From an optimization exercise on the open Yosys and OpenROAD flow, aimed at small area, a short achievable clock period and few clock cycles per item; shortcuts taken in it are not production practice. Only simulation tests tie the RTL to the original design; equivalence was not proved. Power figures rest on the tool's default switching activity, not on a simulated workload.

==> design/flow/config.mk <==
export PLATFORM = sky130hd
export DESIGN_NAME = systolic_top
export DESIGN_NICKNAME = systolic_top
export VERILOG_FILES = /design/flow/design.v
export SDC_FILE = /design/flow/constraint.sdc
export NUM_CORES = 4
export LEC_CHECK = 0
export CAP_MARGIN = 20
export CORE_MARGIN = 2
export CORE_UTILIZATION = 40
export SLEW_MARGIN = 20
==> design/flow/constraint.sdc <==
create_clock -name core_clock -period 5.0 [get_ports {clk}]
set_input_delay 1.0000 -clock core_clock [delete_from_list [all_inputs] [get_ports {clk}]]
set_output_delay 1.0000 -clock core_clock [all_outputs]
set_load 0.01 [all_outputs]
==> design/flow/design.v <==
`timescale 1ns/1ps
`default_nettype none
package systolic_pkg;
	localparam int DATA_W = 8;
	localparam int N_ROWS = 3;
	localparam int N_COLS = 4;
	localparam int N_OBLI = N_ROWS + N_COLS - 1;
	localparam int ACC_W = 2 * DATA_W + $clog2(N_ROWS);
	localparam int COL_IDX_W = $clog2(N_COLS);
	localparam int FIFO_DEPTH = 16;
	localparam int BANK_LATENCY = N_ROWS;
	localparam int IN_FLIGHT_MAX = BANK_LATENCY + 1;
	typedef logic [DATA_W-1:0] data_t;
	typedef struct packed {
		data_t [N_OBLI-1:0] obli;
		data_t [N_ROWS-1:0] horz;
	} operand_t;
	typedef struct packed {
		data_t [N_COLS-1:0] col;
	} out_row_t;
endpackage
`default_nettype wire
`timescale 1ns/1ps
`default_nettype none
module stream_fifo #(
	parameter int WIDTH = 8,
	parameter int DEPTH = 16
) (
	input wire logic clk,
	input wire logic rst,
	input wire logic wr_en,
	input wire logic [WIDTH-1:0] wr_data,
	input wire logic rd_en,
	output logic [WIDTH-1:0] rd_data,
	output logic empty,
	output logic almost_full,
	output logic [$clog2(DEPTH+1)-1:0] free
);
	localparam int AW = $clog2(DEPTH);
	localparam int CW = $clog2(DEPTH + 1);
	logic [WIDTH-1:0] mem [DEPTH];
	logic [AW-1:0] wr_ptr;
	logic [AW-1:0] rd_ptr;
	logic [CW-1:0] count;
	always_ff @(posedge clk) begin
		if (!rst) begin
			wr_ptr <= '0;
			rd_ptr <= '0;
			count <= '0;
		end else begin
			if (wr_en) begin
				wr_ptr <= (wr_ptr == AW'(DEPTH - 1)) ? '0 : wr_ptr + 1'b1;
			end
			if (rd_en) begin
				rd_ptr <= (rd_ptr == AW'(DEPTH - 1)) ? '0 : rd_ptr + 1'b1;
			end
			case ({wr_en, rd_en})
				2'b10: count <= count + 1'b1;
				2'b01: count <= count - 1'b1;
				default: count <= count;
			endcase
		end
	end
	always_ff @(posedge clk) begin
		if (wr_en) begin
			mem[wr_ptr] <= wr_data;
		end
		if (rd_en) begin
			rd_data <= mem[rd_ptr];
		end
	end
	assign empty = (count == '0);
	assign almost_full = (count >= CW'(DEPTH - 1));
	assign free = CW'(DEPTH) - count;
endmodule
`default_nettype wire
`timescale 1ns/1ps
`default_nettype none
module operand_feeder (
	input wire logic clk,
	input wire logic rst,
	input wire systolic_pkg::data_t [systolic_pkg::N_ROWS-1:0] horz_data,
	input wire logic [systolic_pkg::N_ROWS-1:0] horz_we,
	output logic [systolic_pkg::N_ROWS-1:0] horz_wrdy,
	input wire systolic_pkg::data_t [systolic_pkg::N_OBLI-1:0] obli_data,
	input wire logic [systolic_pkg::N_OBLI-1:0] obli_we,
	output logic [systolic_pkg::N_OBLI-1:0] obli_wrdy,
	input wire logic result_room,
	output systolic_pkg::operand_t operands,
	output logic operand_en
);
	systolic_pkg::data_t horz_q [systolic_pkg::N_ROWS];
	systolic_pkg::data_t obli_q [systolic_pkg::N_OBLI];
	logic [systolic_pkg::N_ROWS-1:0] horz_empty;
	logic [systolic_pkg::N_OBLI-1:0] obli_empty;
	logic [systolic_pkg::N_ROWS-1:0] horz_afull;
	logic [systolic_pkg::N_OBLI-1:0] obli_afull;
	logic pop;
	for (genvar r = 0; r < systolic_pkg::N_ROWS; r++) begin : g_horz
		stream_fifo #(
			.WIDTH(systolic_pkg::DATA_W),
			.DEPTH(systolic_pkg::FIFO_DEPTH)
		) u_fifo (
			.clk(clk),
			.rst(rst),
			.wr_en(horz_we[r]),
			.wr_data(horz_data[r]),
			.rd_en(pop),
			.rd_data(horz_q[r]),
			.empty(horz_empty[r]),
			.almost_full(horz_afull[r]),
			.free()
		);
	end
	for (genvar k = 0; k < systolic_pkg::N_OBLI; k++) begin : g_obli
		stream_fifo #(
			.WIDTH(systolic_pkg::DATA_W),
			.DEPTH(systolic_pkg::FIFO_DEPTH)
		) u_fifo (
			.clk(clk),
			.rst(rst),
			.wr_en(obli_we[k]),
			.wr_data(obli_data[k]),
			.rd_en(pop),
			.rd_data(obli_q[k]),
			.empty(obli_empty[k]),
			.almost_full(obli_afull[k]),
			.free()
		);
	end
	assign horz_wrdy = ~horz_afull;
	assign obli_wrdy = ~obli_afull;
	assign pop = ~(|horz_empty) & ~(|obli_empty) & result_room;
	always_ff @(posedge clk) begin
		if (!rst) begin
			operand_en <= 1'b0;
		end else begin
			operand_en <= pop;
		end
	end
	always_comb begin
		for (int r = 0; r < systolic_pkg::N_ROWS; r++) begin
			operands.horz[r] = horz_q[r];
		end
		for (int k = 0; k < systolic_pkg::N_OBLI; k++) begin
			operands.obli[k] = obli_q[k];
		end
	end
endmodule
`default_nettype wire
`timescale 1ns/1ps
`default_nettype none
module conv_bank (
	input wire logic clk,
	input wire logic rst,
	input systolic_pkg::operand_t operands,
	input wire logic operand_en,
	output systolic_pkg::out_row_t row,
	output logic row_en
);
	logic [systolic_pkg::N_ROWS-1:0] stage_en;
	logic [systolic_pkg::ACC_W-1:0] stage_sum [systolic_pkg::N_ROWS][systolic_pkg::N_COLS];
	logic [systolic_pkg::N_ROWS-2:0][systolic_pkg::N_ROWS-1:0][systolic_pkg::DATA_W-1:0] stage_horz;
	logic [systolic_pkg::N_ROWS-2:0][systolic_pkg::N_OBLI-1:0][systolic_pkg::DATA_W-1:0] stage_obli;
	always_ff @(posedge clk) begin
		if (!rst) begin
			stage_en <= '0;
		end else begin
			stage_en <= {stage_en[systolic_pkg::N_ROWS-2:0], operand_en};
		end
	end
	always_ff @(posedge clk) begin
		if (operand_en) begin
			stage_horz[0] <= operands.horz;
			stage_obli[0] <= operands.obli;
		end
		for (int r = 1; r < systolic_pkg::N_ROWS - 1; r++) begin
			if (stage_en[r-1]) begin
				stage_horz[r] <= stage_horz[r-1];
				stage_obli[r] <= stage_obli[r-1];
			end
		end
	end
	always_ff @(posedge clk) begin
		if (operand_en) begin
			for (int c = 0; c < systolic_pkg::N_COLS; c++) begin
				stage_sum[0][c] <= operands.horz[0] * operands.obli[c];
			end
		end
		for (int r = 1; r < systolic_pkg::N_ROWS; r++) begin
			if (stage_en[r-1]) begin
				for (int c = 0; c < systolic_pkg::N_COLS; c++) begin
					stage_sum[r][c] <= stage_sum[r-1][c]
						+ stage_horz[r-1][r] * stage_obli[r-1][r+c];
				end
			end
		end
	end
	always_comb begin
		for (int c = 0; c < systolic_pkg::N_COLS; c++) begin
			row.col[c] = stage_sum[systolic_pkg::N_ROWS-1][c][systolic_pkg::DATA_W-1:0];
		end
	end
	assign row_en = stage_en[systolic_pkg::N_ROWS-1];
endmodule
`default_nettype wire
`timescale 1ns/1ps
`default_nettype none
module result_serializer (
	input wire logic clk,
	input wire logic rst,
	input systolic_pkg::out_row_t row,
	input wire logic row_en,
	output logic result_room,
	output systolic_pkg::data_t dout,
	output logic dout_en
);
	systolic_pkg::out_row_t fifo_row;
	systolic_pkg::out_row_t shift_reg;
	logic fifo_empty;
	logic [$clog2(systolic_pkg::FIFO_DEPTH+1)-1:0] fifo_free;
	logic load;
	logic fill;
	logic [systolic_pkg::COL_IDX_W-1:0] shift_cnt;
	stream_fifo #(
		.WIDTH(systolic_pkg::DATA_W * systolic_pkg::N_COLS),
		.DEPTH(systolic_pkg::FIFO_DEPTH)
	) u_result_fifo (
		.clk(clk),
		.rst(rst),
		.wr_en(row_en),
		.wr_data(row),
		.rd_en(load),
		.rd_data(fifo_row),
		.empty(fifo_empty),
		.almost_full(),
		.free(fifo_free)
	);
	assign result_room = (fifo_free > systolic_pkg::IN_FLIGHT_MAX);
	assign load = !fifo_empty && !fill && !dout_en;
	always_ff @(posedge clk) begin
		if (!rst) begin
			fill <= 1'b0;
			dout_en <= 1'b0;
			shift_cnt <= '0;
		end else begin
			fill <= load;
			if (fill) begin
				dout_en <= 1'b1;
			end else if (shift_cnt == systolic_pkg::COL_IDX_W'(systolic_pkg::N_COLS - 1)) begin
				dout_en <= 1'b0;
			end
			if (dout_en) begin
				shift_cnt <= shift_cnt + 1'b1;
			end
		end
	end
	always_ff @(posedge clk) begin
		if (fill) begin
			shift_reg <= fifo_row;
		end else if (dout_en) begin
			shift_reg <= systolic_pkg::out_row_t'(shift_reg >> systolic_pkg::DATA_W);
		end
	end
	assign dout = shift_reg.col[0];
endmodule
`default_nettype wire
`timescale 1ns/1ps
`default_nettype none
module systolic_top (
	input wire logic clk,
	input wire logic rst,
	input wire systolic_pkg::data_t [systolic_pkg::N_ROWS-1:0] horz_data,
	input wire logic [systolic_pkg::N_ROWS-1:0] horz_we,
	output logic [systolic_pkg::N_ROWS-1:0] horz_wrdy,
	input wire systolic_pkg::data_t [systolic_pkg::N_OBLI-1:0] obli_data,
	input wire logic [systolic_pkg::N_OBLI-1:0] obli_we,
	output logic [systolic_pkg::N_OBLI-1:0] obli_wrdy,
	output systolic_pkg::data_t dout,
	output logic dout_en
);
	systolic_pkg::operand_t operands;
	logic operand_en;
	systolic_pkg::out_row_t row;
	logic row_en;
	logic result_room;
	operand_feeder u_operand_feeder (
		.clk(clk),
		.rst(rst),
		.horz_data(horz_data),
		.horz_we(horz_we),
		.horz_wrdy(horz_wrdy),
		.obli_data(obli_data),
		.obli_we(obli_we),
		.obli_wrdy(obli_wrdy),
		.result_room(result_room),
		.operands(operands),
		.operand_en(operand_en)
	);
	conv_bank u_conv_bank (
		.clk(clk),
		.rst(rst),
		.operands(operands),
		.operand_en(operand_en),
		.row(row),
		.row_en(row_en)
	);
	result_serializer u_result_serializer (
		.clk(clk),
		.rst(rst),
		.row(row),
		.row_en(row_en),
		.result_room(result_room),
		.dout(dout),
		.dout_en(dout_en)
	);
endmodule
`default_nettype wire
==> design/flow/run.sh <==
#!/bin/bash
# synth_recipe.tcl (not shown) runs the flow's synth.tcl, then flattens the netlist and writes it again
# the make line also repeats each setting of config.mk as NAME=value (left out here)
make -C /OpenROAD-flow-scripts/flow DESIGN_CONFIG=/design/flow/config.mk WORK_HOME=/design/flow/orfs CLKGATE_MAP_FILE= SYNTH_SCRIPT=/design/flow/synth_recipe.tcl finish
==> results of run 1 <==
## logic make-up (layout without fill, tap and decap cells)
kind of cell               after synthesis  after routing
DFF                                   2130           2130
and+or+nand+nor                       1099           1099
buffers and inverters                  696           1021
muxes                                  632            632
adders and majority gates              494            494
AOI/OAI and AO/OA                      415            415
xor gates and xnor gates               271            271
other                                    0              2
## through the flow
step	cell area (um^2)	hold slack, ns	util, %	total power [mW]
final	106000	0.414	45.2	39.1
after global routing	106000	0.423	45.2	40.4
after global placement	98600	0.404	42.1	23.0
after floorplan	94100	0.400	-	22.1
after detailed placement	98600	0.405	42.1	23.0
after CTS	106000	0.416	45.2	39.5
## area by class of cell
type                       count  area (um^2)  area share [%]
clock inverter               126         1490            1.40
tap                         3150         3940            3.72
inverter                     448         1690            1.59
multi-input combinational   2911        28900            27.2
sequential                  2130        62600            59.1
clock buffer                 282         5890            5.55
antenna                        2         5.00         0.00472
timing repair buffer         165         1530            1.45
## worst max-delay path by stage
stage	startpoint	endpoint	slack [ns]	depth (start not counted)
floorplan	u_result_serializer.u_result_fifo.count[0]	u_operand_feeder.g_horz[0].u_fifo.count[4]	0.55	14
global placement	u_conv_bank.stage_horz[43]	u_conv_bank.stage_sum[10][7]	0.86	16
detailed placement	u_conv_bank.stage_horz[43]	u_conv_bank.stage_sum[10][7]	0.84	16
CTS	u_conv_bank.stage_horz[43]	u_conv_bank.stage_sum[10][7]	0.77	16
global route	u_conv_bank.stage_horz[43]	u_conv_bank.stage_sum[10][7]	0.55	16
finish	u_conv_bank.stage_horz[43]	u_conv_bank.stage_sum[10][7]	0.80	16
## where the power goes
| part | switching (mW) | total, mW | internal (mW) |
|---|---|---|---|
| Clock | 7.04 | 16.5 | 9.42 |
| Sequential | 0.274 | 20.2 | 19.9 |
| Combinational | 1.24 | 2.38 | 1.14 |
| Total | 8.56 | 39.1 | 30.5 |
## layout by cell type (no fill, tap or decap), types with 11 or more instances in the layout
master,count
a31oi_1,11
a22oi_1,56
clkdlybuf4s50_1,99
o21ai_0,77
nand3_1,18
mux2_2,24
clkinv_16,12
and3_1,17
clkbuf_8,17
mux2i_1,256
nor2b_1,18
inv_1,446
clkinv_1,29
mux4_2,352
xor2_1,59
fa_1,202
edfxtp_1,1992
clkinv_2,42
clkbuf_1,46
nor3_1,35
a21oi_1,157
ha_1,292
a221oi_1,56
bufinv_16,20
nor4_1,17
dfxtp_2,13
nor2_1,137
buf_4,61
clkbuf_16,219
a21o_1,38
xnor2_1,212
nand2_1,457
dfxtp_1,121
and2_2,16
and2_1,353
## routing by layer
layer | global-route usage [%] | part of all wire (%) | vias to the layer above
met5 | 0 | 0.023 | -
met4 | 4.94 | 2.6 | 6
met3 | 2.77 | 4.6 | 300
met2 | 27.1 | 48 | 968
met1 | 22.9 | 44 | 24400
li1 | - | - | 21500
==> summary.txt, run 1 <==
* Vias per std cell at 5.12
* Clock root buffer: clkbuf_16
* Grt ovf at 0
* Async set-reset flop share out of synthesis at 0%
* CTS tree: yes
* Fill count at 20200
* Worst slew margin at 27.7%
* First-pass GRT wire length at 302000 um
* Drt first pass iters at 5
* Total number of vias at approximately 47000
* Syn_nets at between 6000 and 7000
* Minimum clock period at 4.20 ns
* Peak supply drop at roughly 0.37 mV
* Post-synth top cells: 1992 x edfxtp_1, 457 x nand2_1, 448 x inv_1
* DRC Markers at 0
* CP peak stage delay at about 0.86 ns
* Placed cells at between 8000 and 9000
* Setup WS pre-CTS at 0.836 ns
* Syn_area_per_cell at roughly 16 um^2
* Routed WL per cell at 21.5 um
* Die X at roughly 490 um
* Outcome: timing/DRC/antenna clean
* Post-synth top area share at roughly 64%
* # port buffers at 100
* Skew final at roughly 0.11 ns
* Leak Pwr at between 30 and 40 nW
* Initial Utilization at around 40%
* Initial antenna violation count at 7
* Post-CTS Setup Inserts at 0
* Most frequent CP cell: inv_1
* Core area at 0.235 mm^2
* Mapped cell area at about 0.094 mm^2
* Compound-Gate Fraction of Synth Area at ~2.8%
* Worst r2r src: u_conv_bank.stage_horz[43]
* I/O Pins at 101
* Kind of start point of the critical path: register
* Xor/xnor share of the synthesized area at roughly 2.5%
* Top post-synthesis cells by area: edfxtp_1 64%, mux4_2 8.4%, fa_1 4.3%, ha_1 3.9%, dfxtp_1 2.9%
* Largest reg by FF count: u_operand_feeder.g_obli.u_fifo.mem
* Hold Path Class: register to register
* Kind of cell with the highest combined delay on the critical path: adder cells
* FP Rows at ~180
* Ratio of cells with drive above 1 in the final layout at 13.4%
* Hold buffers post-CTS at 0
* Setup TNS at 0 ns
* Hold path endpoint: u_conv_bank.stage_horz[18]
* Post-route insts no fill at roughly 9000
* Antenna Nets Post-Route at 0
* Die H at around 490 um
* Num CTS Buffers at 219
* WP data required at roughly 5.6 ns
* Clk buf depth at 3
* Vias in the first global route at approximately 49000
* Post-synthesis adder-cell area fraction at under 10%
* Gr usage total at between 10% and 20%
* CP endpoint kind: register
* RSZ-0062 raised after global routing: no
* Worst slew pin tran at 1.08 ns
* Die area at 0.239 mm^2
* CP cell instances: nand2_1 -> fa_1 -> inv_1 -> ha_1 -> ha_1 -> inv_1 -> fa_1 -> inv_1 -> ha_1 -> inv_1 -> fa_1 -> inv_1 -> a21o_1 -> a21oi_1 -> xnor2_1 -> xnor2_1
* Pins Over Slew Limit at 0
* Largest regs: u_operand_feeder.g_obli.u_fifo.mem x768, u_result_serializer.u_result_fifo.mem x512, u_operand_feeder.g_horz.u_fifo.mem x384
* Slowest cell on crit path: edfxtp_1
* CP Class: register to register
* Clock slew at reported path FFs at about 0.060 ns
* DRT Wirelength at roughly 200000 um
* Worst-Skew Late Latency at ~0.89 ns
* Final setup fails at 0
* Leading area contributor after synthesis: edfxtp_1
* Critical Path Fanout Max at 20
* Worst Slack Setup Final at between 0.7 and 0.8 ns
* R2R Path End: u_conv_bank.stage_sum[10][7]
* FF+latch count, synth at approximately 2100
* Number of max-cap violations at 0
* Final period utilization at between 80 and 90%
* Count leader, synth: edfxtp_1
* H-tree Lvls at 4
* Fin. Hold Viols at 0
* Post-synth EDFFs at around 2000
* Post-Synthesis Cells at 5737
* Ys Warns at 8
* Worst path bufs/invs at 5
* Crit path DAT at about 4.8 ns
* Fin nets at 6452
* Largest net degree at the start of global routing at 94
* Largest register FFs at 768
* Largest family of logic cells by synthesized area: multiplexers
* Hold depth at 0
* R2R cell count at 16
* DPL Wire Length at approximately 120000 um
* Power Density at around 370 mW/mm^2
* Reg2reg setup slack at roughly 0.8 ns
* Mux cell area share after synthesis at a little under an eighth
* Starting DRT DRC Count at around 3600
* Fmax at around 240 MHz
* HP Start: u_operand_feeder.g_horz[2].u_fifo.rd_data[2]
* Placer Congestion at between 0.7 and 0.8
* Synth Flop Type: edfxtp_1
* CTS Sinks at about 2100
* Layout area overhead at 12.6%
* Synth Area in Simple Gates at 5.71%
* Sequential area share after synthesis at about two thirds
* Resized Gates After CTS at 0
* Library cells used by synthesis at 42
Testbench counts, summed over its fixed seeds: cycles 5,813, sets 960.
==> inputs of run 2 (changes only) <==
==> design/flow/design.v (replaced) <==
`timescale 1ns/1ps
`default_nettype none
package systolic_pkg;
	localparam int DATA_W = 8;
	localparam int N_ROWS = 3;
	localparam int N_COLS = 4;
	localparam int N_OBLI = N_ROWS + N_COLS - 1;
endpackage
`default_nettype wire
`timescale 1ns/1ps
`default_nettype none
module systolic_top (
	input wire logic clk,
	input wire logic rst,
	input wire logic [23:0] horz_data,
	input wire logic [2:0] horz_we,
	output logic [2:0] horz_wrdy,
	input wire logic [47:0] obli_data,
	input wire logic [5:0] obli_we,
	output logic [5:0] obli_wrdy,
	output logic [7:0] dout,
	output logic dout_en
);
	logic [7:0] hl [3];
	logic [2:0] hl_e;
	logic [7:0] ol [6];
	logic [5:0] ol_e;
	logic [7:0] hw [3];
	logic [2:0] hw_v;
	logic [1:0] c0;
	logic s0_v, s1_v;
	logic [1:0] s0_c, s1_c;
	logic [7:0] s0_p, s1_p;
	logic [2:0] o0_i, o1_i, o2_i;
	logic [7:0] o0, o1, o2;
	logic av0, av1, av2;
	logic adv, go0;
	logic [2:0] fin, hw_ld;
	logic [5:0] o_use;
	always_comb begin
		o0_i = {1'b0, c0};
		o1_i = {1'b0, s0_c} + 3'd1;
		o2_i = {1'b0, s1_c} + 3'd2;
		o0 = ol[o0_i];
		o1 = ol[o1_i];
		o2 = ol[o2_i];
		av0 = hw_v[0] & ~ol_e[o0_i];
		av1 = hw_v[1] & ~ol_e[o1_i];
		av2 = hw_v[2] & ~ol_e[o2_i];
		adv = ~((c0 != 2'd0) & ~av0) & ~(s0_v & ~av1) & ~(s1_v & ~av2);
		go0 = adv & av0;
		o_use = '0;
		if (go0) o_use[o0_i] = 1'b1;
		if (adv & s0_v) o_use[o1_i] = 1'b1;
		if (adv & s1_v) o_use[o2_i] = 1'b1;
		fin[0] = go0 & (c0 == 2'd3);
		fin[1] = adv & s0_v & (s0_c == 2'd3);
		fin[2] = adv & s1_v & (s1_c == 2'd3);
		for (int r = 0; r < 3; r++) begin
			hw_ld[r] = ~hl_e[r] & (~hw_v[r] | fin[r]);
		end
	end
	always_ff @(posedge clk) begin
		if (!rst) begin
			hl_e <= '1;
			ol_e <= '1;
			hw_v <= '0;
			c0 <= '0;
			s0_v <= 1'b0;
			s1_v <= 1'b0;
			dout_en <= 1'b0;
		end else begin
			hl_e <= (hl_e & ~horz_we) | hw_ld;
			ol_e <= (ol_e & ~obli_we) | o_use;
			hw_v <= hw_ld | (hw_v & ~fin);
			c0 <= c0 + {1'b0, go0};
			if (adv) begin
				s0_v <= go0;
				s1_v <= s0_v;
			end
			dout_en <= adv & s1_v;
		end
	end
	always_ff @(posedge clk) begin
		for (int r = 0; r < 3; r++) begin
			if (horz_we[r]) hl[r] <= horz_data[8*r +: 8];
			if (hw_ld[r]) hw[r] <= hl[r];
		end
		for (int k = 0; k < 6; k++) begin
			if (obli_we[k]) ol[k] <= obli_data[8*k +: 8];
		end
		if (adv) begin
			s0_c <= c0;
			s0_p <= hw[0] * o0;
			s1_c <= s0_c;
			s1_p <= s0_p + hw[1] * o1;
		end
		dout <= s1_p + hw[2] * o2;
	end
	assign horz_wrdy = hl_e;
	assign obli_wrdy = ol_e;
endmodule
`default_nettype wire
==> summary.txt, run 2 <==
* Outcome: timing/DRC/antenna clean
* Clock root buffer: clkbuf_16
* WP data required at ~5.2 ns
* Largest register FFs at 48
* CP peak stage delay at approximately 0.6 ns
* Initial antenna violation count at 1
* Leading area contributor after synthesis: edfxtp_1
* H-tree Lvls at 4
* Worst path bufs/invs at 4
* Syn_nets at just over 800
* Slowest cell on crit path: mux4_2
* Largest family of logic cells by synthesized area: adder cells
* Final setup fails at 0
* FP Rows at 52
* Crit path DAT at approximately 5.0 ns
* Clk buf depth at 2
* Starting DRT DRC Count at between 300 and 400
* Largest regs: ol x48, hl x24, hw x24
* Commonest cells after routing, fill and taps aside: 116 x edfxtp_1, 109 x inv_1, 100 x clkdlybuf4s50_1, 72 x nand2_1, 55 x ha_1
* Setup TNS at 0 ns
* CTS Sinks at 141
* RSZ-0062 raised after global routing: yes
* Reg2reg setup slack at 0.21 ns
* Fmax at roughly 210 MHz
* Die H at between 100 and 150 um
* DPL Wire Length at around 15000 um
* Number of max-cap violations at 0
* Post-Synthesis Cells at approximately 630
* Fin. Hold Viols at 0
* Synth Flop Type: edfxtp_1
* HP Start: hl[2][6]
* Vias per std cell at ~5
* Post-synthesis adder-cell area fraction at 20.5%
* Async set-reset flop share out of synthesis at 0%
* # port buffers at 100
* Largest net degree at the start of global routing at 26
* Total number of vias at 5228
* Drt first pass iters at 6
* Pins Over Slew Limit at 0
* Worst-Skew Late Latency at ~0.42 ns
* Minimum clock period at roughly 4.8 ns
* DRC Markers at 0
* Core area at 0.0201 mm^2
* Hold Path Class: register to register
* Mapped cell area at ~0.0082 mm^2
* Library cells used by synthesis at 44
* Critical Path Fanout Max at 7
* Sequential area share after synthesis at about half
* Most common cell after layout, fill and taps aside: edfxtp_1
* Layout area overhead at 26.6%
* DRT Wirelength at between 15000 and 20000 um
* Xor/xnor share of the synthesized area at 6.06%
* Post-synth EDFFs at 116
* CTS tree: yes
* FF+latch count, synth at approximately 140
* Ratio of cells with drive above 1 in the final layout at between 10 and 15%
* Post-synth top area share at between 40% and 50%
* Ant. Diodes at 0
* Fin nets at about 950
* Leak Pwr at approximately 4.3 nW
* Worst slew margin at about half
* Ys Warns at 4
* I/O Pins at just over 100
* Compound-Gate Fraction of Synth Area at ~5.5%
* Crit path from: ol[1][1]
* CP cell instances: mux4_2 -> and2_1 -> fa_1 -> inv_1 -> fa_1 -> inv_1 -> ha_1 -> inv_1 -> fa_1 -> fa_1 -> inv_1 -> a21o_1 -> a21oi_1 -> xnor3_1 -> xnor3_1
* Syn_area_per_cell at ~13 um^2
* Vias in the first global route at 5398
* Num CTS Buffers at 17
* Multi-input logic area at ~0.0037 mm^2
* Met2 wire len at 9080 um
* CP endpoint kind: register
* M1 wire length at between 8000 and 9000 um
* Power Density at approximately 580 mW/mm^2
* Met3 wire len at roughly 1100 um
* Post-synth top cells: 116 x edfxtp_1, 109 x inv_1, 72 x nand2_1
* Worst r2r src: ol[1][1]
* Hold buffers post-CTS at 0
* Peak supply drop at roughly 0.27 mV
* Routed WL per cell at around 18 um
* Die area at roughly 0.022 mm^2
* Max layer used: met4
* Finished Cell Area at 0.0103 mm^2
* Mux cell area share after synthesis at 5.30%
* Fill count at 1718
* Final period utilization at 95.8%
* Kind of cell with the highest combined delay on the critical path: adder cells
* Top post-synthesis cells by area: edfxtp_1 43%, fa_1 12%, ha_1 8.8%, dfxtp_1 6.1%, inv_1 5.0%
* Antenna Nets Post-Route at 0
* Gr usage total at between 10% and 20%
* Count leader, synth: edfxtp_1
* CP Class: register to register
* Synth Area in Simple Gates at about 7.9%
* First-pass GRT wire length at between 20000 and 30000 um
* Grt ovf at 0
* Die X at roughly 150 um
* Clock slew at reported path FFs at 0.06 ns
* Placed inst area at around 0.0095 mm^2
* Skew final at about 0.012 ns
* Worst slew pin tran at about 0.76 ns
* Register area at 0.00399 mm^2
* Placer Congestion at about 0.91
* Initial Utilization at between 40% and 50%
* Largest reg by FF count: ol
* Kind of start point of the critical path: register
run 2: changes by cell type in the layout (fill, tap and decap cells not counted), moves of 182 or more:
cell       delta
and2_1      -309
edfxtp_1   -1876
clkbuf_16   -202
mux2i_1     -256
inv_1       -337
xnor2_1     -182
nand2_1     -385
mux4_2      -334
ha_1        -237
run 2: area by class of cell:
| class | instances | share of cell area, % |
|---|---|---|
| Sequential cell | 141 | 38.6 |
| Multi-Input combinational cell | 369 | 36.1 |
| Timing Repair Buffer | 125 | 11.5 |
| Clock buffer | 18 | 4.16 |
| Inverter | 112 | 4.11 |
| Tap cell | 270 | 3.27 |
| Clock inverter | 14 | 2.23 |
run 2: kinds of logic after synthesis:
family | after synthesis
and+or+nand+nor | 134
DFF | 141
muxes | 19
xor gates and xnor gates | 47
adders and majority gates | 105
AOI/OAI and AO/OA | 64
buffers and inverters | 122
run 2: worst paths after layout:
kind | to | depth (start not counted)
min reg2reg | hw[2][6] | 0
max | s1_p[7] | 15
max reg2reg | s1_p[7] | 15
min | hw[2][6] | 0
run 2: routing by layer:
metal  up-vias  GRT usage [%]
met5         -              0
met4         0           4.90
met3        23           3.91
met2       185           30.0
met1      2595           24.6
li1       2425              -
run 2: through the flow:
| step | cells | total power [mW] | hold WS [ns] | worst slack [ns] | util, % |
|---|---|---|---|---|---|
| 6_report | 1049 | 5.97 | 0.418 | 0.208 | 51.3 |
| 5_1_grt | 1049 | 6.48 | 0.431 | -0.0218 | 51.3 |
| 4_1_cts | 1038 | 6.01 | 0.419 | 0.00218 | 50.8 |
| 3_5_place_dp | 1006 | 4.57 | 0.405 | 0.0249 | 47.5 |
| 3_3_place_gp | 1006 | 4.50 | 0.406 | 0.0206 | 47.5 |
| 2_1_floorplan | 632 | 3.83 | 0.400 | 0.233 | - |
run 2: report_power, final:
part / switching (mW) / internal (mW) / total, mW
Sequential: 0.0975 / 1.56 / 1.66
Clock: 0.515 / 0.899 / 1.41
Combinational: 1.39 / 1.51 / 2.90
Total: 2.00 / 3.97 / 5.97
run 2: what timing repair did:
item | in CTS | in global routing
resized for setup | 0 | 10
setup buffers | 0 | 11
endpoints found under the setup margin | 0 | 3
Testbench counts of run 2, summed over its fixed seeds: cycles 3,909, sets 960.

## port drivers added, routing unchanged
In the flow no input, the clock included, has a driving cell. The finished layouts below were timed again as built, in two steps. Step 1 sets driving cells, clkbuf_16 on the clock port and buf_2 on the other inputs (assumed; they add their load-dependent delay and slew). Step 2 moves the port delays by t, midway between the first and last clock arrival at a register: inputs arrive t later, outputs are due t later. That takes back most of the time a late clock gives input paths. a / b / c = ideal / step 1 / step 2; a / b = the first two.
| run | t (ns) | setup slack, ns | hold WS [ns] | worst slew at a driven data input, ns | pins driven straight from the clock port |
|---|---|---|---|---|---|
| run 1 | 0.932 | 0.795 / 0.795 / 0.795 | 0.414 / 0.414 / 0.414 | 0.14 | 1 |
| run 2 | 0.457 | 0.208 / 0.208 / 0.208 | 0.418 / 0.418 / 0.418 | 0.05 | 1 |
After both steps every run listed still meets setup and hold.
